From an optimization exercise on the open Yosys and OpenROAD flow, aimed at small area; shortcuts taken in it are not production practice.
In this exercise RTL edits were held to simulation tests only and were not proved equivalent to the original.
Power is estimated from default activity; no workload was simulated. No driver is modelled on the clock port, so clocking that relies on it looks cheaper here than on a real chip.

File: flow/flow/run.sh
#!/bin/bash
# Standard layout, with the port buffers built from the smallest buffer cell and
# non-critical gates downsized after global routing.
export BUFFER_PORTS_ARGS="-buffer_cell sky130_fd_sc_hd__buf_1"
export RECOVER_POWER=100
bash standard.sh > standard.log 2>&1
File: flow/standard.sh
#!/bin/bash
# synth_recipe.tcl (not shown) runs the flow's synth.tcl, then flattens the netlist and writes it again
# the make line also repeats each setting of config.mk as NAME=value (left out here)
make -C /OpenROAD-flow-scripts/flow DESIGN_CONFIG=/design/flow/config.mk WORK_HOME=/design/flow/orfs CLKGATE_MAP_FILE= SYNTH_SCRIPT=/design/flow/synth_recipe.tcl "${@:-finish}"
File: flow/config.mk
export PLATFORM = sky130hd
export DESIGN_NAME = selective_repeat_receive_window
export DESIGN_NICKNAME = selective_repeat_receive_window
export VERILOG_FILES = /design/flow/design.v
export SDC_FILE = /design/flow/constraint.sdc
export NUM_CORES = 4
export LEC_CHECK = 0
export CAP_MARGIN = 20
export CORE_MARGIN = 2
export CORE_UTILIZATION = 70
export CTS_CLUSTER_DIAMETER = 80
export CTS_CLUSTER_SIZE = 30
export PLACE_DENSITY = 0.8
export SLEW_MARGIN = 20
File: flow/constraint.sdc
create_clock -name core_clock -period 5.0 [get_ports {clock}]
set_input_delay 1.0000 -clock core_clock [delete_from_list [all_inputs] [get_ports {clock}]]
set_output_delay 1.0000 -clock core_clock [all_outputs]
set_load 0.01 [all_outputs]
File: flow/design.v
`timescale 1ns / 1ps
package srrw_pkg;
   localparam int SLOTS  = 31;
   localparam int WINDOW = 5;
   localparam logic [23:0] FIN_WORD = 24'h46494E;
   localparam logic [1:0] KIND_ACK = 2'd0;
   localparam logic [1:0] KIND_REL = 2'd1;
   localparam logic [1:0] KIND_FIN = 2'd2;
endpackage
`timescale 1ns / 1ps
`timescale 1ns / 1ps
`timescale 1ns / 1ps
`timescale 1ns / 1ps
module selective_repeat_receive_window (
   input  logic        clock,
   input  logic        reset,
   input  logic        req_valid,
   output logic        req_stall,
   input  logic [15:0] req_seq_value,
   input  logic [31:0] req_payload_handle,
   input  logic [9:0]  req_payload_len,
   input  logic [23:0] req_head_bytes,
   output logic        rsp_valid,
   input  logic        rsp_stall,
   output logic [1:0]  rsp_kind,
   output logic [15:0] rsp_ack_seq,
   output logic [31:0] rsp_out_handle,
   output logic [9:0]  rsp_out_len,
   output logic        rsp_last
);
   localparam int DW = 42;             
   logic [DW:0]   ring [31];
   logic [DW:0]   ring_in;
   logic [4:0]    c, c_next, e;
   logic          scrub, opened, finished, run;
   logic [2:0]    cnt;
   logic          ov, olast, orel;
   logic [DW-1:0] odata;
   logic [4:0]    lo;
   logic          hit_c, hit_n;
   logic          out_free, is_fin, hit, acc, wr, at_e, rel, rel_last, ld_fin;
   assign c_next   = (c == 5'd30) ? 5'd0 : c + 5'd1;
   assign out_free = !ov || !rsp_stall;
   assign lo    = req_seq_value[14:10];
   assign hit_c = (lo == c) || (lo == 5'd31 && c == 5'd0);
   assign hit_n = (lo == c_next) || (lo == 5'd31 && c == 5'd30);
   assign is_fin    = opened && (req_head_bytes == srrw_pkg::FIN_WORD);
   assign hit       = req_seq_value[15] ? hit_c : hit_n;
   assign req_stall = !(out_free && !run && !scrub && (finished || is_fin || hit));
   assign acc       = req_valid && !req_stall;
   assign wr        = acc && !finished && !is_fin;
   assign ld_fin    = acc && !finished && is_fin;
   assign at_e      = (c_next == e);
   assign rel       = run && out_free && (c == e);
   assign rel_last  = (cnt == 3'd4) || !ring[0][DW];
   always_comb begin
      ring_in = ring[0];
      if (scrub || (rel && !rel_last)) ring_in[DW] = 1'b0;
      if (wr) ring_in = {!at_e, req_payload_handle, req_payload_len};
   end
   always_ff @(posedge clock) begin
      for (int i = 0; i < 30; i++) ring[i] <= ring[i+1];
      ring[30] <= ring_in;
   end
   always_ff @(posedge clock) begin
      if (reset) begin
         c        <= '0;
         scrub    <= 1'b1;
         e        <= '0;
         opened   <= 1'b0;
         finished <= 1'b0;
         run      <= 1'b0;
         ov       <= 1'b0;
      end else begin
         c <= c_next;
         if (c == 5'd30) scrub <= 1'b0;
         ov <= ov && rsp_stall;
         if (wr) begin
            opened <= 1'b1;
            ov     <= 1'b1;
            if (at_e) begin
               run <= 1'b1;
            end
         end
         if (ld_fin) begin
            finished <= 1'b1;
            ov       <= 1'b1;
         end
         if (rel) begin
            ov <= 1'b1;
            e  <= c_next;
            if (rel_last) run <= 1'b0;
         end
      end
   end
   always_ff @(posedge clock) begin
      if (wr) begin
         cnt          <= '0;
         orel         <= 1'b0;
         odata[15:0]  <= req_seq_value;
         olast        <= !at_e;
      end
      if (ld_fin) begin
         orel         <= 1'b0;
         olast        <= 1'b1;
      end
      if (rel) begin
         cnt          <= cnt + 3'd1;
         orel         <= 1'b1;
         odata        <= ring[30][DW-1:0];
         olast        <= rel_last;
      end
   end
   assign rsp_valid      = ov;
   assign rsp_kind       = {finished, orel};
   assign rsp_ack_seq    = (orel || finished) ? 16'd0 : odata[15:0];
   assign rsp_out_handle = orel ? odata[DW-1 -: 32] : 32'd0;
   assign rsp_out_len    = orel ? odata[9:0] : 10'd0;
   assign rsp_last       = olast;
endmodule
==> results of run 1 <==
cells in the final DEF, fill, tap and decap left out, types with 2 or more instances in the layout:
cell / n
nor4_1: 4
xnor2_1: 10
clkbuf_16: 53
clkbuf_1: 19
nand3_1: 4
a211oi_1: 4
inv_6: 2
mux2_1: 37
ha_1: 5
a31oi_1: 3
and2_1: 17
edfxtp_1: 46
a2bb2oi_1: 2
nor4b_1: 4
o31ai_1: 2
xor2_1: 9
nor3_1: 3
nor2_1: 10
and2_0: 42
dfxtp_1: 1349
mux2_2: 4
nand4_1: 3
nor2b_1: 3
a21oi_1: 7
buf_1: 148
o211ai_1: 2
o32a_1: 2
nand2_1: 58
inv_1: 9
and4b_1: 2
power by group through the flow:
stage          logic (W)  clock network (W)  registers [W]
5_1_grt         0.000145            0.00546         0.0112
6_report        0.000134            0.00499         0.0112
4_1_cts         0.000138            0.00511         0.0112
2_1_floorplan  0.0000877                  0         0.0114
3_3_place_gp    0.000128                  0         0.0115
3_5_place_dp    0.000134                  0         0.0115
sequential cells by signal, summed over array words and instances, names as in the netlist:
name,flops
odata,42
ov,1
finished,1
ring,1333
e,5
cnt,3
scrub,1
opened,1
orel,1
c,5
olast,1
run,1
how the worst max path moves through the flow:
stage,startpoint,endpoint,slack (ps),cells after the start
final,c[0],req_stall,240,8
after global routing,c[0],req_stall,120,8
after CTS,c[0],req_stall,330,8
after detailed placement,c[0],odata[0],910,8
after global placement,req_seq_value[10],odata[3],1150,7
after floorplan,req_head_bytes[5],cnt[0],1770,6
worst register-to-register path, delay by kind of cell (launching register included):
| family | cells | cell delay, ps |
|---|---|---|
| multiplexers | 1 | 630 |
| AO/OA/AOI/OAI | 3 | 760 |
| flip-flops | 1 | 610 |
| buffers and inverters | 2 | 960 |
| AND/OR/NAND/NOR | 2 | 1010 |
| adder cells (fa/ha/maj) | 1 | 450 |
per-layer routing:
metal / vias to the layer above / global-route usage
met3: 88 / 0.0346
met1: 5381 / 0.275
met5: - / 0
met2: 239 / 0.289
met4: 0 / 0.0707
li1: 5615 / -
area by class of cell:
cell class / instances / area, um^2
sequential: 1395 / 28400
clock inverter: 3 / 33.8
fill: 2379 / 10100
inverter: 9 / 33.8
multi-input combinational: 255 / 1800
tap: 585 / 732
timing repair buffer: 153 / 576
antenna: 1 / 2.50
clock buffer: 68 / 1380
per-stage QoR:
stage | instances | total power (W) | util
3_5_place_dp | 2397 | 0.0116 | 0.736
2_1_floorplan | 1679 | 0.0115 | -
4_1_cts | 2468 | 0.0164 | 0.769
6_report | 2469 | 0.0163 | 0.765
5_1_grt | 2469 | 0.0168 | 0.765
3_3_place_gp | 2397 | 0.0116 | 0.736
logic make-up (layout without fill, tap and decap cells):
logic type	Yosys count	after routing	share of synthesized area
xor gates and xnor gates	19	19	0.00546
muxes	43	43	0.0205
and+or+nand+nor	159	159	0.0287
adders and majority gates	5	5	0.00205
DFF	1395	1395	0.931
AOI/OAI and AO/OA	29	29	0.00755
other	0	1	0
buffers and inverters	29	233	0.00513
cells in the mapped netlist, types with 3 or more instances:
cell and number:
dfxtp_1 1349, and2_1 59, nand2_1 58, edfxtp_1 46, mux2_4 38, nor2_1 10
xnor2_1 10, clkbuf_1 9, xor2_1 9, inv_1 8, a21oi_1 6, ha_1 5
buf_4 4, buf_6 4, mux2_2 4, nand3_1 4, nor4_1 4, a211oi_1 3
a31oi_1 3, nand4_1 3, nor2b_1 3, nor3_1 3, nor4b_1 3
==> results.ini, run 1 <==
[run_status]
outcome = finished with violations
failed_checks = capacitance limit, slew limit

[run]
drv_cap = 2

[routing]
via_per_inst = 4.59
routed.top_layer = met4
antenna_left = 0
dr.pass1.iters = 5
wl_met1_mm = 19.9
drc = 0
route.met2.wl_mm = 18.3
routed_wirelength_mm = 41.3
vias = 11300
wire_per_inst_um = 16.7
drtIter0Drc = 689
wl_met3_mm = 1.86

[sta]
whs_ps = 316
fin_crit_ps = 4760
rsz0062_at_grt = no
slew_headroom = -0.301
worst_slack_ps = 240
fin_crit_sh = 0.952
tns_ps = 0
finalMaxSlewViolations = 68
fin_worst_skew_ps = 16.3
worstMarginPinSlew_ps = 1950
max_freq_mhz = 210
setup_viol = 0
hold_violations = 0

[floorplan]
die-area_mm2 = 0.0453
start_util = 0.708
ioPinCount = 149
die_h_um = 213
die_w_um = 213
core_area_mm2 = 0.0431
row_count = 76

[setup_path]
cp-start-kind = flip-flop
r2r_setup_slack_ps = 460
rr_startpoint = c[0]
crit_chain = inv_1, ha_1, nor4b_1, a31oi_1, o32a_1, nor4_4, o31ai_1, buf_1
reg2reg_to = ring[30][20]
crit_buf_inv = 2
worst-path-max-fanout = 10
critical_path.top_delay_family = simple AND/OR/NAND/NOR gates
reg2reg_depth = 9
critPathArrivalTime_ps = 3760
slowest_stage = dfxtp_1
required_ps = 4000
endpoint_kind = output pin
cpPeakStageDelay_ps = 610
crit_type = reg -> out

[clocking]
cts_buffers = 52
clk_latency_ps = 620
cts-root-buf = clkbuf_16
cts_max_level = 2
cts.clk_slew.worst_paths_ps = 110
post-cts-setup-buffer-count = 0
clkSinkCount = 1395
tritoncts = done
cts_hold_buf = 0
cts.path.max_buffers = 3
cts_resized = 0

[placement]
place_ws_ps = 905
portBuffers = 148
gp_congestion = 0.827
dp_hpwl_mm = 22.2
placed_area_mm2 = 0.0317

[yosys]
yosysSeqAreaShare = 0.931
ys.flop_type = dfxtp_1
synth_top_area_share = 0.885
synth_area_leader_cell = dfxtp_1
syn_area_mm2 = 0.0305
syn_inst = 1679
yosysWarnings = 2
synth_edf_count = 46
synth_area_leaders = dfxtp_1 (89%), edfxtp_1 (4.5%), mux2_4 (1.9%)
ys_ff_latch = 1395
postSynthAreaPerCell_um2 = 18.2
synthesis.nets = 1770
async_flop_share = 0
ys_types = 51

[power]
clockPowerShare = 0.306
powerDensity_mw_per_mm2 = 496
p_int_w = 0.0132
swShare = 0.192
p_comb_frac = 0.008
irDropWorstVdd_v = 0.000345
p_leak_nw = 13.1
seq_power_share = 0.686
power_switching_w = 0.00313

[min_path]
min-delay-start = ring[26][37]
min_path_type = reg -> reg
holdPathEnd = ring[25][37]
worstHoldPathCells = 0

[layout]
drive_gt1_frac = 0.0345
syn_to_final_growth_pct = 8.01
nets = 1957
final_area_mm2 = 0.0329

[global_route]
overflow = 0
antenna_found_initial = 1
grt_pass1_vias = 11900
grt_pass1_wl_mm = 64.9
grt_max_degree = 46
grt_usage = 0.189

==> inputs of run 2 (changes only) <==
==> flow/flow/run.sh (replaced) <==
#!/bin/bash
# Standard layout, with the port buffers built from the smallest buffer cell and
# non-critical gates downsized after global routing (then slew and cap repaired again).
HERE=$(cd "$(dirname "$0")" && pwd)
export BUFFER_PORTS_ARGS="-buffer_cell sky130_fd_sc_hd__buf_1"
export RECOVER_POWER=100
export POST_GLOBAL_ROUTE_TCL=$HERE/post_grt.tcl
bash standard.sh > standard.log 2>&1
==> flow/flow/post_grt.tcl (new file) <==
# Undo what power recovery did to slew and capacitance: repair the design again on the
# global-route parasitics, then legalise and reroute the nets that changed.
global_route -start_incremental
estimate_parasitics -global_routing
repair_design -slew_margin $::env(SLEW_MARGIN) -cap_margin $::env(CAP_MARGIN)
detailed_placement
global_route -end_incremental
estimate_parasitics -global_routing
report_check_types -max_slew -max_capacitance -violators
==> run 2 against run 1 <==
  * Now clean on timing, DRC and antenna
  * Fmax is 0.16% higher
  * Hold slack unchanged
  * Sequential cell count unchanged
  * Via count is 0.46% lower
  * Synthesized cell count did not move
  * Power hardly changed
  * First-iteration DRC count increased by 11%
  * Critical path type unchanged
==> results.ini, run 2 <==
[run_status]
outcome = no timing/DRC/antenna violations

[routing]
dr.pass1.iters = 4
wire_per_inst_um = 16.8
drtIter0Drc = 764
antenna_left = 0
routed_wirelength_mm = 41.5
via_per_inst = 4.56
vias = 11300
drc = 0

[clocking]
cts_resized = 0
clkSinkCount = 1395
cts_max_level = 2
post-cts-setup-buffer-count = 0
tritoncts = done
cts.clk_slew.worst_paths_ps = 110
cts-root-buf = clkbuf_16
cts.path.max_buffers = 3
clk_latency_ps = 620
cts_buffers = 52
cts_hold_buf = 0

[layout]
top_regs = ring (1333), odata (42)
final_area_mm2 = 0.0330
final_common_cell = dfxtp_1
nets = 1958
most-common-layout-cells = dfxtp_1 (1348), buf_1 (148), nand2_1 (58)
syn_to_final_growth_pct = 8.09
top_register = ring
finish.utilization = 0.765
largest_reg_flops = 1333
drive_gt1_frac = 0.0377
final_cells = 2470

[yosys]
yosysWarnings = 2
ys_ff_latch = 1395
synthTopCellsByCount = dfxtp_1 (1349), and2_1 (59), nand2_1 (58), edfxtp_1 (46), mux2_4 (38)
yosysSeqAreaShare = 0.931
yosysMostFrequentCell = dfxtp_1
ys_types = 51
synth_area_leader_cell = dfxtp_1
postSynthAreaPerCell_um2 = 18.2
syn_area_mm2 = 0.0305
synthesis.nets = 1770
syn_inst = 1679
ys.flop_type = dfxtp_1
async_flop_share = 0
synth_top_area_share = 0.885
synth_area_leaders = dfxtp_1 (89%), edfxtp_1 (4.5%), mux2_4 (1.9%)
synth_edf_count = 46

[sta]
whs_ps = 316
slew_headroom = 0.243
fin_crit_sh = 0.950
max_freq_mhz = 210
hold_violations = 0
worstMarginPinSlew_ps = 1140
fin_worst_skew_ps = 16.6
fin_crit_ps = 4750
finalMaxSlewViolations = 0
tns_ps = 0
setup_viol = 0

[floorplan]
die_h_um = 213
start_util = 0.708
die-area_mm2 = 0.0453
row_count = 76
ioPinCount = 149
core_area_mm2 = 0.0431
die_w_um = 213

[setup_path]
endpoint_kind = output pin
slowest_stage = nor4_4
cp-start-kind = flip-flop
required_ps = 4000
r2r_setup_slack_ps = 780
reg2reg_to = ring[30][20]
critPathArrivalTime_ps = 3750
crit_chain = inv_1, ha_1, nor4b_1, a31oi_1, o32a_1, nor4_4, o31ai_1, buf_1
cpPeakStageDelay_ps = 600
worst-path-max-fanout = 10
reg2reg_depth = 9
crit_type = reg -> out
rr_startpoint = c[0]

[global_route]
grt_max_degree = 46
grt-busiest-layer = met2
use_met3 = 0.0346
use_met1 = 0.275
grt_pass1_wl_mm = 64.9
grt_usage = 0.189
grt_pass1_vias = 11900
antenna_found_initial = 1
use_met2 = 0.289
overflow = 0

[power]
irDropWorstVdd_v = 0.000345
p_leak_nw = 13.1
powerDensity_mw_per_mm2 = 496

[placement]
dp_hpwl_mm = 22.2
gp_congestion = 0.827
dpl.cell_count = 2397
placed_area_mm2 = 0.0317
portBuffers = 148

[min_path]
min-delay-start = ring[26][37]
min_path_type = reg -> reg
holdPathEnd = ring[25][37]
worstHoldPathCells = 0

[run]
drv_cap = 0

## run 2: cell types whose count changed in the layout (fill, tap and decap cells not counted), sizes merged
cell,previous run,this run
buf,148,150
clkbuf,73,72
## run 2: layout make-up
cell class	count	area (um^2)
Sequential cell	1395	28400
Fill cell	2369	10100
Multi-Input combinational cell	255	1800
Clock buffer	68	1380
Tap cell	585	732
Timing Repair Buffer	154	598
Clock inverter	3	33.8
Inverter	9	33.8
Antenna cell	1	2.50
## run 2: logic make-up (layout without fill, tap and decap cells)
family / Yosys count / count (layout) / share of synthesized area
other: 0 / 1 / 0
adder cells (fa/ha/maj): 5 / 5 / 0.00205
multiplexers: 43 / 43 / 0.0205
flip-flops: 1395 / 1395 / 0.931
AO/OA/AOI/OAI: 29 / 29 / 0.00755
AND/OR/NAND/NOR: 159 / 159 / 0.0287
buffers and inverters: 29 / 234 / 0.00513
XOR/XNOR: 19 / 19 / 0.00546
## run 2: per-stage QoR
| step | power (W) | setup slack [ps] |
|---|---|---|
| 3_3_place_gp | 0.0116 | 1150 |
| 3_5_place_dp | 0.0116 | 905 |
| 2_1_floorplan | 0.0115 | 1770 |
| 4_1_cts | 0.0164 | 333 |
| 6_report | 0.0163 | 248 |
## run 2: layer usage
| layer | routed length, um | part of all wire |
|---|---|---|
| met5 | 0 | 0 |
| met4 | 1220 | 0.029 |
| met3 | 1760 | 0.042 |
| met2 | 18400 | 0.44 |
| met1 | 20100 | 0.48 |
## run 2: where the power goes
part / internal (W) / switching (W)
Combinational: 0.0000579 / 0.0000894
Clock: 0.00197 / 0.00303
Sequential: 0.0112 / 0.0000173
## run 2: worst max-delay path: cells and delay by family, from the launching register on
family                     cells  cell delay (ps)
and+or+nand+nor                2             1040
DFF                            1              590
adders and majority gates      1              440
buffers and inverters          2              350
AOI/OAI and AO/OA              3              710
## run 2: how the worst max path moves through the flow
stage                            from        end  slack, ps
detailed placement               c[0]   odata[0]        910
CTS                              c[0]  req_stall        330
global placement    req_seq_value[10]   odata[3]       1150
finish                           c[0]  req_stall        250
floorplan           req_head_bytes[5]     cnt[0]       1770
==> inputs of run 3 (changes only) <==
--- a/flow/flow/run.sh
+++ b/flow/flow/run.sh
@@ -5,4 +5,5 @@
 export BUFFER_PORTS_ARGS="-buffer_cell sky130_fd_sc_hd__buf_1"
 export RECOVER_POWER=100
 export POST_GLOBAL_ROUTE_TCL=$HERE/post_grt.tcl
+export CTS_ARGS="-sink_clustering_enable -repair_clock_nets -sink_clustering_size 30 -sink_clustering_max_diameter 80 -dont_use_dummy_load"
 bash standard.sh > standard.log 2>&1
==> run 3 against run 2 <==
  * Via count shrank 0.72%
  * Routed wire length decreased by 1.0%
  * Worst setup slack lost 36 ps
  * Clock skew grew 23 ps
  * Largest power group unchanged
  * Core utilization decreased by 0.27 points
  * Sequential share of layout area rose by 0.31 points
  * Highest routed layer unchanged
  * Count of clock-buffer cells in the layout is 16 lower
==> results.ini, run 3 <==
[global_route]
grt_usage = 0.187
grt_pass1_vias = 11700
grt_pass1_wl_mm = 63.9
grt_max_degree = 46
antenna_found_initial = 0
overflow = 0

[min_path]
min_path_type = reg -> reg
min-delay-start = ring[26][37]

[clocking]
cts_hold_buf = 0
cts.clk_slew.worst_paths_ps = 110
cts.path.max_buffers = 3
tritoncts = done
clkSinkCount = 1395
cts_resized = 0
cts-root-buf = clkbuf_16
post-cts-setup-buffer-count = 0
clk_latency_ps = 630
cts_buffers = 52
cts_max_level = 2

[layout]
top_regs = ring (1333), odata (42)
nets = 1958
syn_to_final_growth_pct = 7.71
top_register = ring
most-common-layout-cells = dfxtp_1 (1348), buf_1 (148), nand2_1 (58)
largest_reg_flops = 1333
diodes = 0
fill_cells = 2403
final_cells = 2450
finish.utilization = 0.763
final_common_cell = dfxtp_1
drive_gt1_frac = 0.0359

[routing]
antenna_left = 0
dr.pass1.iters = 5
vias = 11200
drtIter0Drc = 727
wire_per_inst_um = 16.8
drc = 0
via_per_inst = 4.57
routed_wirelength_mm = 41.1

[placement]
dpl.cell_count = 2397
portBuffers = 148
dp_hpwl_mm = 22.2
place_ws_ps = 905
gp_congestion = 0.827

[sta]
fin_crit_ps = 4790
slew_headroom = 0.245
fin_crit_sh = 0.958
worstMarginPinSlew_ps = 1130
tns_ps = 0
finalMaxSlewViolations = 0
setup_viol = 0
whs_ps = 287
worst_slack_ps = 211
fin_worst_skew_ps = 39.2
hold_violations = 0
max_freq_mhz = 209

[yosys]
async_flop_share = 0
postSynthAreaPerCell_um2 = 18.2
yosysSeqAreaShare = 0.931
synthTopCellsByCount = dfxtp_1 (1349), and2_1 (59), nand2_1 (58), edfxtp_1 (46), mux2_4 (38)
synth_area_leaders = dfxtp_1 (89%), edfxtp_1 (4.5%), mux2_4 (1.9%)
ys_ff_latch = 1395
synthesis.nets = 1770
ys_types = 51
syn_area_mm2 = 0.0305
syn_inst = 1679
ys.flop_type = dfxtp_1
yosysWarnings = 2
synth_edf_count = 46
synth_area_leader_cell = dfxtp_1
synth_top_area_share = 0.885
yosysMostFrequentCell = dfxtp_1

[setup_path]
crit_type = reg -> out
crit_start = c[0]
slowest_stage = nor4_4
cpPeakStageDelay_ps = 610
crit_chain = inv_1, ha_1, nor4b_1, a31oi_1, o32a_1, nor4_4, o31ai_1, buf_1
worst-path-max-fanout = 10
endpoint_kind = output pin
rr_startpoint = c[0]
critPathArrivalTime_ps = 3790
required_ps = 4000
cp-start-kind = flip-flop

[power]
irDropWorstVdd_v = 0.000394
p_comb_frac = 0.009
power_switching_w = 0.00307
p_int_w = 0.0131
seq_power_share = 0.692
powerDensity_mw_per_mm2 = 492
clockPowerShare = 0.299
p_leak_nw = 13.0
swShare = 0.190

[run]
drv_cap = 0

[floorplan]
core_area_mm2 = 0.0431
die_w_um = 213
die-area_mm2 = 0.0453
ioPinCount = 149
start_util = 0.708
die_h_um = 213
row_count = 76

[run_status]
outcome = no timing/DRC/antenna violations

[run 3: cell types whose count changed in the layout (fill, tap and decap cells not counted)]
cell	delta
and2_1	-2
and2_0	+2
inv_6	-2
clkbuf_16	-1
clkbuf_1	-15
diode_2	-1
inv_12	-1
[run 3: logic make-up (layout without fill, tap and decap cells)]
logic type | after synthesis | after routing | share of synthesized area
buffers and inverters | 29 | 215 | 0.00513
adders and majority gates | 5 | 5 | 0.00205
xor gates and xnor gates | 19 | 19 | 0.00546
and+or+nand+nor | 159 | 159 | 0.0287
AOI/OAI and AO/OA | 29 | 29 | 0.00755
muxes | 43 | 43 | 0.0205
DFF | 1395 | 1395 | 0.931
[run 3: final timing paths]
path / endpoint / slack, ps / cells past startpoint
hold / removal: ring[25][37] / 290 / 0
setup / recovery: req_stall / 210 / 8
setup reg to reg: ring[30][5] / 720 / 9
hold reg to reg: ring[25][37] / 290 / 0
[run 3: power by group through the flow]
stage          Sequential, W  Combinational [W]  Clock (W)
6_report              0.0112           0.000147    0.00484
3_5_place_dp          0.0115           0.000134          0
3_3_place_gp          0.0115           0.000128          0
2_1_floorplan         0.0114          0.0000877          0
4_1_cts               0.0112           0.000138    0.00494
[run 3: worst max-delay path, delay by kind of cell (launching register included)]
family / cells / cell delay [ps]
simple gates: 2 / 1050
compound gates: 3 / 720
buf+inv: 2 / 360
flops: 1 / 600
fa+ha+maj: 1 / 440
[run 3: through the flow]
stage                     area, um^2  power, W
after floorplan                30500    0.0115
after global placement         31700    0.0116
after detailed placement       31700    0.0116
after CTS                      33000    0.0163
final                          32900    0.0162
[run 3: metal layers]
| metal | share of wire | GRT usage |
|---|---|---|
| met5 | 0 | 0 |
| met4 | 0.028 | 0.0668 |
| met3 | 0.035 | 0.0290 |
| met2 | 0.45 | 0.290 |
| met1 | 0.49 | 0.272 |
[run 3: cell type report]
cell class              instances  area (um^2)  share of cell area
well taps                     585          732              0.0223
multi-input cells             255         1800              0.0548
flip-flops and latches       1395        28400               0.864
clock buffers                  52         1300              0.0396
repair buffers                154          598              0.0182
inverters                       9         33.8             0.00103
==> inputs of run 4 (changes only) <==
--- a/flow/flow/run.sh
+++ b/flow/flow/run.sh
@@ -5,5 +5,5 @@
 export BUFFER_PORTS_ARGS="-buffer_cell sky130_fd_sc_hd__buf_1"
 export RECOVER_POWER=100
 export POST_GLOBAL_ROUTE_TCL=$HERE/post_grt.tcl
-export CTS_ARGS="-sink_clustering_enable -repair_clock_nets -sink_clustering_size 30 -sink_clustering_max_diameter 80 -dont_use_dummy_load"
+export CTS_ARGS="-sink_clustering_enable -repair_clock_nets -sink_clustering_size 33 -sink_clustering_max_diameter 100 -dont_use_dummy_load"
 bash standard.sh > standard.log 2>&1
==> run 4 against run 3 <==
  * Final area shrank 0.21%
  * Count of clock-buffer cells in the layout shrank 4
  * Critical path depth is the same
  * Sequential cell count is the same
  * Non-clock buffer count grew 1
==> results.ini, run 4 <==
[floorplan]
die_w_um = 213
start_util = 0.708
die-area_mm2 = 0.0453
ioPinCount = 149
row_count = 76
core_area_mm2 = 0.0431
die_h_um = 213

[layout]
drive_gt1_frac = 0.0344
final_common_cell = dfxtp_1
fill_cells = 2416
most-common-layout-cells = dfxtp_1 (1348), buf_1 (148), nand2_1 (58)
syn_to_final_growth_pct = 7.48
largest_reg_flops = 1333
top_regs = ring (1333), odata (42)
top_register = ring
nets = 1955

[sta]
fin_crit_ps = 4710
fin_crit_sh = 0.942
setup_viol = 0
tns_ps = 0
max_freq_mhz = 212
fin_worst_skew_ps = 55.8
hold_violations = 0
worstMarginPinSlew_ps = 1100
worst_slack_ps = 288
finalMaxSlewViolations = 0
slew_headroom = 0.262

[routing]
drtIter0Drc = 531
drc = 0
wire_per_inst_um = 16.6
antenna_left = 0
vias = 11100
via_per_inst = 4.55
dr.pass1.iters = 4
routed_wirelength_mm = 40.6

[clocking]
cts_buffers = 48
tritoncts = done
cts.path.max_buffers = 3
clkSinkCount = 1395
clk_latency_ps = 620
cts_hold_buf = 0
cts-root-buf = clkbuf_16
post-cts-setup-buffer-count = 0
cts_max_level = 2
cts_resized = 0
cts.clk_slew.worst_paths_ps = 110

[setup_path]
critPathArrivalTime_ps = 3710
crit_type = reg -> out
cpPeakStageDelay_ps = 590
endpoint_kind = output pin
crit_chain = inv_1, ha_1, nor4b_1, a31oi_1, o32a_1, nor4_4, o31ai_1, buf_1
crit_buf_inv = 2
required_ps = 4000
worst-path-max-fanout = 10
slowest_stage = dfxtp_1
cp-start-kind = flip-flop
critical_path.top_delay_family = simple AND/OR/NAND/NOR gates

[placement]
gp_congestion = 0.827
portBuffers = 148
place_ws_ps = 905
dp_hpwl_mm = 22.2

[min_path]
min_path_type = reg -> reg

[global_route]
grt_pass1_vias = 11400
grt_usage = 0.183
grt_max_degree = 46
grt_pass1_wl_mm = 62.8
antenna_found_initial = 2
overflow = 0

[yosys]
synth_top_area_share = 0.885
synthTopCellsByCount = dfxtp_1 (1349), and2_1 (59), nand2_1 (58), edfxtp_1 (46), mux2_4 (38)
async_flop_share = 0
yosysSeqAreaShare = 0.931
ys_ff_latch = 1395
yosysWarnings = 2
ys.flop_type = dfxtp_1
synthesis.nets = 1770
synth_area_leaders = dfxtp_1 (89%), edfxtp_1 (4.5%), mux2_4 (1.9%)
syn_inst = 1679
synth_area_leader_cell = dfxtp_1
syn_area_mm2 = 0.0305
yosysMostFrequentCell = dfxtp_1
postSynthAreaPerCell_um2 = 18.2
ys_types = 51
synth_edf_count = 46

[run]
drv_cap = 0

[power]
p_leak_nw = 13.0
powerDensity_mw_per_mm2 = 488
irDropWorstVdd_v = 0.000372

[run_status]
outcome = no timing/DRC/antenna violations

[run 4: cell counts after synthesis]
No cell type changed its count.
[run 4: worst reg2reg max path: cells and delay by family, from the launching register on]
family | cells | cell delay (ps)
and+or+nand+nor | 2 | 1030
muxes | 1 | 530
AOI/OAI and AO/OA | 3 | 750
adders and majority gates | 1 | 430
buffers and inverters | 2 | 740
DFF | 1 | 590
[run 4: layout make-up]
type | instances | area, um^2 | area share
Clock buffer | 48 | 1200 | 0.0366
Sequential cell | 1395 | 28400 | 0.866
Multi-Input combinational cell | 255 | 1800 | 0.0549
Tap cell | 585 | 732 | 0.0223
Timing Repair Buffer | 155 | 626 | 0.0191
Antenna cell | 1 | 2.50 | 0.0000763
Inverter | 9 | 33.8 | 0.00103
[run 4: cells by family (layout without fill, tap and decap cells)]
family / Yosys count / count (layout) / share of synthesized area
DFF: 1395 / 1395 / 0.931
other: 0 / 1 / 0
xor gates and xnor gates: 19 / 19 / 0.00546
and+or+nand+nor: 159 / 159 / 0.0287
adders and majority gates: 5 / 5 / 0.00205
AOI/OAI and AO/OA: 29 / 29 / 0.00755
muxes: 43 / 43 / 0.0205
buffers and inverters: 29 / 212 / 0.00513
[run 4: routing by layer]
metal  up-vias  wire (um)  track usage
met1      5286      19600        0.269
met2       195      18000        0.279
met5         -          0            0
li1       5592          -            -
met3        68       2010       0.0404
met4         0        912       0.0533
[run 4: worst paths after layout]
path | start | to | slack, ps | depth (start not counted)
worst max-delay path | c[0] | req_stall | 290 | 8
worst min-delay path | ring[29][39] | ring[28][39] | 260 | 0
worst max register to register | c[0] | ring[30][18] | 820 | 9
worst min register to register | ring[29][39] | ring[28][39] | 260 | 0
[run 4: power by group]
part	switching, W	internal (W)	total (W)
combinational	0.0000859	0.0000578	0.000144
sequential	0.0000178	0.0112	0.0112
clock	0.00292	0.00174	0.00466
total	0.00302	0.0130	0.0160
[run 4: through the flow]
| stage | util | total power [W] | hold slack [ps] | instance area [um^2] | instances |
|---|---|---|---|---|---|
| after floorplan | - | 0.0115 | 310 | 30500 | 1679 |
| after global placement | 0.736 | 0.0116 | 310 | 31700 | 2397 |
| after detailed placement | 0.736 | 0.0116 | 312 | 31700 | 2397 |
| after CTS | 0.764 | 0.0161 | 263 | 32900 | 2445 |
| final | 0.761 | 0.0160 | 265 | 32800 | 2448 |
==> inputs of run 5 (changes only) <==
--- a/flow/flow/run.sh
+++ b/flow/flow/run.sh
@@ -5,5 +5,5 @@
 export BUFFER_PORTS_ARGS="-buffer_cell sky130_fd_sc_hd__buf_1"
 export RECOVER_POWER=100
 export POST_GLOBAL_ROUTE_TCL=$HERE/post_grt.tcl
-export CTS_ARGS="-sink_clustering_enable -repair_clock_nets -sink_clustering_size 33 -sink_clustering_max_diameter 100 -dont_use_dummy_load"
+export CTS_ARGS="-sink_clustering_enable -repair_clock_nets -sink_clustering_size 36 -sink_clustering_max_diameter 100 -dont_use_dummy_load"
 bash standard.sh > standard.log 2>&1
==> run 5 against run 4 <==
  * Still clean on timing, DRC and antenna
  * Clock power fell by 3%
  * Fmax grew 0.12%
  * Register-to-register slack about the same
  * Sequential share of layout area increased by 0.34 points
  * Count of clock-buffer cells in the layout is 4 lower
  * Final area fell by 0.39%
  * Sequential power about the same
  * Highest routed layer unchanged
==> results.ini, run 5 <==
[global_route]
use_met1 = 0.278
grt_pass1_wl_mm = 63.3
grt_usage = 0.185
grt_max_degree = 46
antenna_found_initial = 2
use_met3 = 0.0306
overflow = 0
grt_pass1_vias = 11500
grt-busiest-layer = met2
use_met2 = 0.278

[routing]
drc = 0
antenna_left = 0
vias = 11100
via_per_inst = 4.55
routed_wirelength_mm = 40.8
drtIter0Drc = 697
wire_per_inst_um = 16.7
dr.pass1.iters = 5

[yosys]
syn_area_mm2 = 0.0305
yosysMostFrequentCell = dfxtp_1
ys.flop_type = dfxtp_1
synthTopCellsByCount = dfxtp_1 (1349), and2_1 (59), nand2_1 (58), edfxtp_1 (46), mux2_4 (38)
synthesis.nets = 1770
yosysSeqAreaShare = 0.931
synth_area_leaders = dfxtp_1 (89%), edfxtp_1 (4.5%), mux2_4 (1.9%)
synth_area_leader_cell = dfxtp_1
postSynthAreaPerCell_um2 = 18.2
synth_top_area_share = 0.885
yosysWarnings = 2
synth_edf_count = 46
ys_types = 51
syn_inst = 1679
ys_ff_latch = 1395
async_flop_share = 0

[sta]
slew_headroom = 0.261
worstMarginPinSlew_ps = 1110
worst_slack_ps = 293
fin_worst_skew_ps = 21.7
fin_crit_ps = 4710
fin_crit_sh = 0.941
tns_ps = 0
finalMaxSlewViolations = 0
setup_viol = 0
max_freq_mhz = 212
hold_violations = 0

[layout]
drive_gt1_frac = 0.0318
top_register = ring
most-common-layout-cells = dfxtp_1 (1348), buf_1 (148), nand2_1 (58)
multiInputGateArea_mm2 = 0.00180
final_common_cell = dfxtp_1
fill_cells = 2426
nets = 1950
final_area_mm2 = 0.0327
final_cells = 2443
largest_reg_flops = 1333
top_regs = ring (1333), odata (42)
regArea_mm2 = 0.0284
syn_to_final_growth_pct = 7.06

[min_path]
min_path_type = reg -> reg
min-delay-start = ring[10][35]
worstHoldPathCells = 0
holdPathEnd = ring[9][35]

[run_status]
outcome = no timing/DRC/antenna violations

[setup_path]
crit_type = reg -> out
critPathArrivalTime_ps = 3710
reg2reg_to = odata[8]
worst-path-max-fanout = 10
r2r_setup_slack_ps = 820
required_ps = 4000
reg2reg_depth = 8
rr_startpoint = c[0]
cp-start-kind = flip-flop
cpPeakStageDelay_ps = 590
endpoint_kind = output pin
crit_chain = inv_1, ha_1, nor4b_1, a31oi_1, o32a_1, nor4_4, o31ai_1, buf_1
slowest_stage = dfxtp_1

[clocking]
clkSinkCount = 1395
clk_latency_ps = 600
cts_hold_buf = 0
cts_resized = 0
post-cts-setup-buffer-count = 0
cts.path.max_buffers = 3
tritoncts = done
cts.clk_slew.worst_paths_ps = 120
cts_buffers = 44
cts_max_level = 2
cts-root-buf = clkbuf_16

[floorplan]
ioPinCount = 149
die_w_um = 213
die_h_um = 213
core_area_mm2 = 0.0431
start_util = 0.708
row_count = 76
die-area_mm2 = 0.0453

[power]
powerDensity_mw_per_mm2 = 485
p_leak_nw = 12.9
irDropWorstVdd_v = 0.000386
finalPower_w = 0.0158

[placement]
dpl.cell_count = 2397
gp_congestion = 0.827
dp_hpwl_mm = 22.2
placed_area_mm2 = 0.0317
portBuffers = 148
place_ws_ps = 905

[run]
drv_cap = 0

==> run 5: routing by layer <==
layer  part of all wire  vias up
met2               0.44      195
met1               0.49     5284
met4              0.025        0
met5                  0        -
li1                   -     5579
met3              0.038       67
==> run 5: how the worst max path moves through the flow <==
stage / slack, ps / from / endpoint
global placement: 1150 / req_seq_value[10] / odata[3]
CTS: 370 / c[0] / req_stall
detailed placement: 910 / c[0] / odata[0]
floorplan: 1770 / req_head_bytes[5] / cnt[0]
finish: 290 / c[0] / req_stall
==> run 5: area by class of cell <==
type,count,area share
Timing Repair Buffer,154,0.0183
Clock buffer,44,0.0337
Tap cell,585,0.0224
Sequential cell,1395,0.869
Inverter,9,0.00103
Antenna cell,1,0.0000766
Multi-Input combinational cell,255,0.0551
==> run 5: stage by stage <==
| step | utilization | hold WS [ps] |
|---|---|---|
| after floorplan | - | 310 |
| after global placement | 0.736 | 310 |
| after detailed placement | 0.736 | 312 |
| after CTS | 0.762 | 310 |
| final | 0.758 | 313 |
==> run 5: power by group <==
group	leakage [nW]	internal (W)	switching (W)
Combinational	1.06	0.0000579	0.0000872
Clock	0.542	0.00161	0.00290
Sequential	11.3	0.0112	0.0000179
Total	12.9	0.0128	0.00300
==> run 5: logic make-up after synthesis <==
logic type | after synthesis | share of synthesized area
flops | 1395 | 0.931
simple gates | 159 | 0.0287
mux | 43 | 0.0205
compound gates | 29 | 0.00755
buf+inv | 29 | 0.00513
xor+xnor | 19 | 0.00546
fa+ha+maj | 5 | 0.00205
==> run 5: worst max-delay path: cells and delay by family (launching register included) <==
kind                     cells  cell delay, ps
adder cells (fa/ha/maj)      1             440
flip-flops                   1             590
AO/OA/AOI/OAI                3             700
buffers and inverters        2             350
AND/OR/NAND/NOR              2            1020
==> inputs of run 6 (changes only) <==
--- a/flow/design.v
+++ b/flow/design.v
@@ -34,8 +34,9 @@
    logic [4:0]    c, c_next, e;
    logic          scrub, opened, finished, run;
    logic [2:0]    cnt;
-   logic          ov, olast, orel;
+   logic          ov, orel;
    logic [DW-1:0] odata;
+   logic [15:0]   olo_n;              
    logic [4:0]    lo;
    logic          hit_c, hit_n;
    logic          out_free, is_fin, hit, acc, wr, at_e, rel, rel_last, ld_fin;
@@ -97,24 +98,23 @@
       if (wr) begin
          cnt          <= '0;
          orel         <= 1'b0;
-         odata[15:0]  <= req_seq_value;
-         olast        <= !at_e;
+         olo_n        <= ~req_seq_value;
       end
       if (ld_fin) begin
          orel         <= 1'b0;
-         olast        <= 1'b1;
       end
       if (rel) begin
          cnt          <= cnt + 3'd1;
          orel         <= 1'b1;
-         odata        <= ring[30][DW-1:0];
-         olast        <= rel_last;
+         odata[DW-1:16] <= ring[30][DW-1:16];
+         olo_n        <= ~ring[30][15:0];
       end
    end
    assign rsp_valid      = ov;
    assign rsp_kind       = {finished, orel};
+   assign odata[15:0]    = ~olo_n;
    assign rsp_ack_seq    = (orel || finished) ? 16'd0 : odata[15:0];
    assign rsp_out_handle = orel ? odata[DW-1 -: 32] : 32'd0;
    assign rsp_out_len    = orel ? odata[9:0] : 10'd0;
-   assign rsp_last       = olast;
+   assign rsp_last       = !run;
 endmodule
==> run 6 against run 5 <==
  * Still clean on timing, DRC and antenna
  * Worst setup slack gained 440 ps
  * Non-clock buffer count shrank 1
  * Clock skew grew 13 ps
  * Core utilization grew 0.077 points
  * Final area shrank 0.12%
  * Power shrank 0.49%
  * Synthesized area shrank 0.11%
  * Critical path type unchanged
  * Critical endpoint unchanged
==> results.ini, run 6 <==
[run_status]
outcome = no timing/DRC/antenna violations

[routing]
drc = 0
vias = 11000
wire_per_inst_um = 16.5
via_per_inst = 4.55
dr.pass1.iters = 4
routed_wirelength_mm = 39.6
drtIter0Drc = 592
antenna_left = 0

[sta]
slew_headroom = 0.334
finalMaxSlewViolations = 0
setup_viol = 0
max_freq_mhz = 234
worstMarginPinSlew_ps = 999
fin_crit_ps = 4270
tns_ps = 0
hold_violations = 0
fin_crit_sh = 0.853
fin_worst_skew_ps = 34.9

[yosys]
ys_ff_latch = 1394
yosysMostFrequentCell = dfxtp_1
syn_area_mm2 = 0.0305
synth_area_leader_cell = dfxtp_1
synthTopCellsByCount = dfxtp_1 (1349), edfxtp_1 (45), mux2_4 (38), and2_1 (29), nor2_1 (25)
ys_types = 52
synth_area_leaders = dfxtp_1 (89%), edfxtp_1 (4.4%), mux2_4 (1.9%)
yosysWarnings = 3
synth_top_area_share = 0.886
yosysSeqAreaShare = 0.931
synthesis.nets = 1735
ys.flop_type = dfxtp_1
postSynthAreaPerCell_um2 = 18.5
syn_inst = 1644
synth_edf_count = 45
async_flop_share = 0

[floorplan]
core_area_mm2 = 0.0430
row_count = 76
die-area_mm2 = 0.0452
die_w_um = 213
start_util = 0.709
ioPinCount = 149
die_h_um = 213

[layout]
top_register = ring
most-common-layout-cells = dfxtp_1 (1348), buf_1 (147), edfxtp_1 (45)
nets = 1913
largest_reg_flops = 1333
final_common_cell = dfxtp_1
top_regs = ring (1333), odata (26), olo_n (16)
drive_gt1_frac = 0.0324
finish.utilization = 0.759
syn_to_final_growth_pct = 7.06

[clocking]
cts.path.max_buffers = 3
post-cts-setup-buffer-count = 0
cts_resized = 0
cts_max_level = 2
cts.clk_slew.worst_paths_ps = 120
clkSinkCount = 1394
clk_latency_ps = 620
cts_buffers = 44
tritoncts = done
cts-root-buf = clkbuf_16
cts_hold_buf = 0

[setup_path]
cp-start-kind = flip-flop
required_ps = 4000
critPathArrivalTime_ps = 3270
crit_type = reg -> out
endpoint_kind = output pin
worst-path-max-fanout = 10

[min_path]
min_path_type = reg -> reg

[power]
p_int_w = 0.0128
seq_power_share = 0.709
power_switching_w = 0.00295
p_comb_frac = 0.006
irDropWorstVdd_v = 0.000368
swShare = 0.187
clockPowerShare = 0.285
powerDensity_mw_per_mm2 = 483
p_leak_nw = 12.7
finalPower_w = 0.0158

[global_route]
antenna_found_initial = 2
grt_pass1_vias = 11200
grt_max_degree = 46
grt_pass1_wl_mm = 61.6
overflow = 0
grt_usage = 0.179

[placement]
gp_congestion = 0.818
dp_hpwl_mm = 21.3
portBuffers = 148

[run]
drv_cap = 0

run 6: cell count changes after synthesis, moves of 4 or more:
cell,change
and2_1,-30
buf_12,+4
mux2i_1,+18
nand2_1,-55
nor2_1,+15
nor2b_1,+19
run 6: worst paths after layout:
| check | startpoint | endpoint | slack (ps) | depth (start not counted) |
|---|---|---|---|---|
| max | c[0] | req_stall | 730 | 8 |
| min reg2reg | ring[27][34] | ring[26][34] | 300 | 0 |
| min | ring[27][34] | ring[26][34] | 300 | 0 |
| max reg2reg | c[0] | olo_n[11] | 1060 | 8 |
run 6: metal layers:
layer	routed length [um]	up-vias	global-route usage
met5	15	-	0
met4	1070	2	0.0637
met3	1280	70	0.0295
met2	18200	160	0.282
met1	19100	5228	0.256
li1	-	5498	-
run 6: metrics by stage:
| step | setup slack [ps] | cells | hold WS (ps) | instance area (um^2) |
|---|---|---|---|---|
| 2_1_floorplan | 1880 | 1644 | 310 | 30500 |
| 3_3_place_gp | 1070 | 2359 | 311 | 31600 |
| 4_1_cts | 772 | 2403 | 309 | 32700 |
| 6_report | 733 | 2408 | 303 | 32600 |
| 3_5_place_dp | 905 | 2359 | 312 | 31600 |
run 6: logic make-up after synthesis:
kind of cell             Yosys count  synth area share
multiplexers                      61            0.0264
buffers and inverters             29           0.00669
adder cells (fa/ha/maj)            5           0.00205
AO/OA/AOI/OAI                     29           0.00739
AND/OR/NAND/NOR                  108            0.0215
flip-flops                      1394             0.931
XOR/XNOR                          18           0.00517
run 6: layout make-up:
type | instances | area, um^2
timing repair buffer | 153 | 617
clock buffer | 44 | 1100
inverter | 8 | 30.0
fill | 2415 | 10400
multi-input combinational | 221 | 1770
sequential | 1394 | 28400
antenna | 3 | 7.51
tap | 585 | 732
run 6: power by group through the flow:
stage / registers, W / logic, W / clock network (W)
2_1_floorplan: 0.0114 / 0.0000588 / 0
3_3_place_gp: 0.0114 / 0.0000912 / 0
3_5_place_dp: 0.0114 / 0.0000955 / 0
4_1_cts: 0.0112 / 0.0000971 / 0.00461
6_report: 0.0112 / 0.0000967 / 0.00450
run 6: critical path, cell delays in order, from the launching register on:
cell and delay (ps):
dfxtp_1 450, inv_1 190, ha_1 230, a22oi_1 100, a211oi_1 640, xnor2_1 250
nor4_4 100, o41ai_1 500, buf_1 210
==> inputs of run 7 (changes only) <==
--- a/flow/flow/run.sh
+++ b/flow/flow/run.sh
@@ -5,5 +5,5 @@
 export BUFFER_PORTS_ARGS="-buffer_cell sky130_fd_sc_hd__buf_1"
 export RECOVER_POWER=100
 export POST_GLOBAL_ROUTE_TCL=$HERE/post_grt.tcl
-export CTS_ARGS="-sink_clustering_enable -repair_clock_nets -sink_clustering_size 36 -sink_clustering_max_diameter 100 -dont_use_dummy_load"
+export CTS_ARGS="-sink_clustering_enable -repair_clock_nets -sink_clustering_size 38 -sink_clustering_max_diameter 90 -dont_use_dummy_load"
 bash standard.sh > standard.log 2>&1
==> run 7 against run 6 <==
  * Non-clock buffer count stayed put
  * Worst setup slack better by 33 ps
  * First-iteration DRC count is 3.7% lower
  * Still clean
  * Global-route usage is 0.30 points lower
==> results.ini, run 7 <==
[layout]
top_regs = ring (1333), odata (26), olo_n (16)
nets = 1912
top_register = ring
final_common_cell = dfxtp_1
largest_reg_flops = 1333
most-common-layout-cells = dfxtp_1 (1348), buf_1 (148), edfxtp_1 (45)
syn_to_final_growth_pct = 6.95
drive_gt1_frac = 0.0319

[setup_path]
crit_start = c[0]
required_ps = 4000
rr_startpoint = c[0]
endpoint_kind = output pin
slowest_stage = a211oi_1
r2r_setup_slack_ps = 1110
crit_type = reg -> out
cpPeakStageDelay_ps = 620
crit_buf_inv = 2
crit_chain = inv_1, ha_1, a22oi_1, a211oi_1, xnor2_1, nor4_4, o41ai_1, buf_1
worst-path-max-fanout = 10
reg2reg_to = olo_n[13]
cp-start-kind = flip-flop
crit_end = req_stall
critPathArrivalTime_ps = 3230
worst-path-stages = 8
reg2reg_depth = 8
critical_path.top_delay_family = compound AO/OA/AOI/OAI gates

[yosys]
synthesis.nets = 1735
synthTopCellsByCount = dfxtp_1 (1349), edfxtp_1 (45), mux2_4 (38), and2_1 (29), nor2_1 (25)
synth_area_leader_cell = dfxtp_1
ys_types = 52
ys_ff_latch = 1394
yosysMostFrequentCell = dfxtp_1
postSynthAreaPerCell_um2 = 18.5
yosysWarnings = 3
synth_edf_count = 45
synth_area_leaders = dfxtp_1 (89%), edfxtp_1 (4.4%), mux2_4 (1.9%)
yosysSeqAreaShare = 0.931
synth_top_area_share = 0.886
async_flop_share = 0
ys.flop_type = dfxtp_1
syn_inst = 1644
syn_area_mm2 = 0.0305

[global_route]
grt_max_degree = 46
overflow = 0
antenna_found_initial = 3
grt_pass1_vias = 11100
grt_pass1_wl_mm = 60.6
grt_usage = 0.176

[routing]
drc = 0
dr.pass1.iters = 4
routed_wirelength_mm = 39.0
vias = 10900
drtIter0Drc = 570
antenna_left = 0
wire_per_inst_um = 16.2
via_per_inst = 4.51

[clocking]
cts.clk_slew.worst_paths_ps = 120
cts.path.max_buffers = 3
cts_resized = 0
cts_buffers = 43
clk_latency_ps = 620
tritoncts = done
cts-root-buf = clkbuf_16
cts_hold_buf = 0
post-cts-setup-buffer-count = 0
cts_max_level = 2
clkSinkCount = 1394

[sta]
setup_viol = 0
worst_slack_ps = 766
fin_crit_sh = 0.847
slew_headroom = 0.317
max_freq_mhz = 236
finalMaxSlewViolations = 0
fin_worst_skew_ps = 50.4
tns_ps = 0
fin_crit_ps = 4230
hold_violations = 0
worstMarginPinSlew_ps = 1020

[floorplan]
row_count = 76
die-area_mm2 = 0.0452
ioPinCount = 149
die_h_um = 213
core_area_mm2 = 0.0430
start_util = 0.709
die_w_um = 213

[placement]
gp_congestion = 0.818
place_ws_ps = 905
dp_hpwl_mm = 21.3
portBuffers = 148

[min_path]
worstHoldPathCells = 0
min_path_type = reg -> reg

[power]
p_leak_nw = 12.7
irDropWorstVdd_v = 0.000426
powerDensity_mw_per_mm2 = 483

[run_status]
outcome = no timing/DRC/antenna violations

[run]
drv_cap = 0

==> run 7: cell families after synthesis <==
kind of cell / share of synthesized area
fa+ha+maj: 0.00205
flops: 0.931
simple gates: 0.0215
buf+inv: 0.00669
compound gates: 0.00739
mux: 0.0264
xor+xnor: 0.00517
==> run 7: cell type report <==
type,instances,area (um^2)
flip-flops and latches,1394,28400
fillers,2407,10400
multi-input cells,221,1770
clock buffers,43,1080
well taps,585,732
repair buffers,153,609
inverters,8,30.0
diodes,3,7.51
==> run 7: power by group <==
| part | internal (W) | switching (W) |
|---|---|---|
| registers | 0.0112 | 0.0000106 |
| logic | 0.0000423 | 0.0000538 |
| clock network | 0.00158 | 0.00288 |
| total | 0.0128 | 0.00295 |
==> run 7: stage by stage <==
step	total power, W	instance area, um^2	instances	hold WS [ps]	utilization
6_report	0.0157	32600	2407	306	0.758
2_1_floorplan	0.0115	30500	1644	310	-
3_5_place_dp	0.0115	31600	2359	312	0.736
3_3_place_gp	0.0115	31600	2359	311	0.736
4_1_cts	0.0158	32700	2402	302	0.761
==> run 7: worst min path at each step <==
stage	startpoint	to
global placement	ring[1][5]	ring[0][5]
finish	ring[4][1]	ring[3][1]
CTS	ring[1][1]	ring[0][1]
detailed placement	ring[11][17]	ring[10][17]
floorplan	ring[1][0]	ring[0][0]
==> run 7: per-layer routing <==
| metal | vias to the layer above | share of wire | GRT usage |
|---|---|---|---|
| met5 | - | 0.00033 | 0 |
| met4 | 2 | 0.028 | 0.0550 |
| met3 | 69 | 0.034 | 0.0357 |
| met2 | 149 | 0.45 | 0.271 |
| met1 | 5142 | 0.49 | 0.256 |
| li1 | 5489 | - | - |

[what the ideal ports hide]
Ports are ideal in the flow. The routed layouts listed here were re-timed in OpenROAD. Step 1, drivers: a clkbuf_16 drives clock and a buf_2 each remaining input, both assumed. Step 2 times the ports against the registers' clock, not the clock port: input delays grow and output delays shrink by t, the midpoint of the rising clock arrivals with the driver on. a / b / c = ideal ports / drivers / drivers and shift; a / b = the first two.
run	shift t [ns]	setup slack, ns	worst setup path at the end	worst register clock-pin slew, ns	worst slew at a driven data input, ns
run 1	0.666	0.240 / 0.186 / 0.458	register to register	0.11 / 0.11	0.07
run 2	0.666	0.248 / 0.194 / 0.784	register to register	0.11 / 0.11	0.07
run 3	0.666	0.211 / 0.153 / 0.718	register to register	0.11 / 0.11	0.06
run 4	0.643	0.288 / 0.232 / 0.822	register to register	0.12 / 0.12	0.07
run 5	0.646	0.293 / 0.235 / 0.823	register to register	0.12 / 0.12	0.07
run 6	0.653	0.733 / 0.676 / 1.054	input to register	0.12 / 0.12	0.07
run 7	0.650	0.766 / 0.707 / 1.092	input to register	0.13 / 0.13	0.08
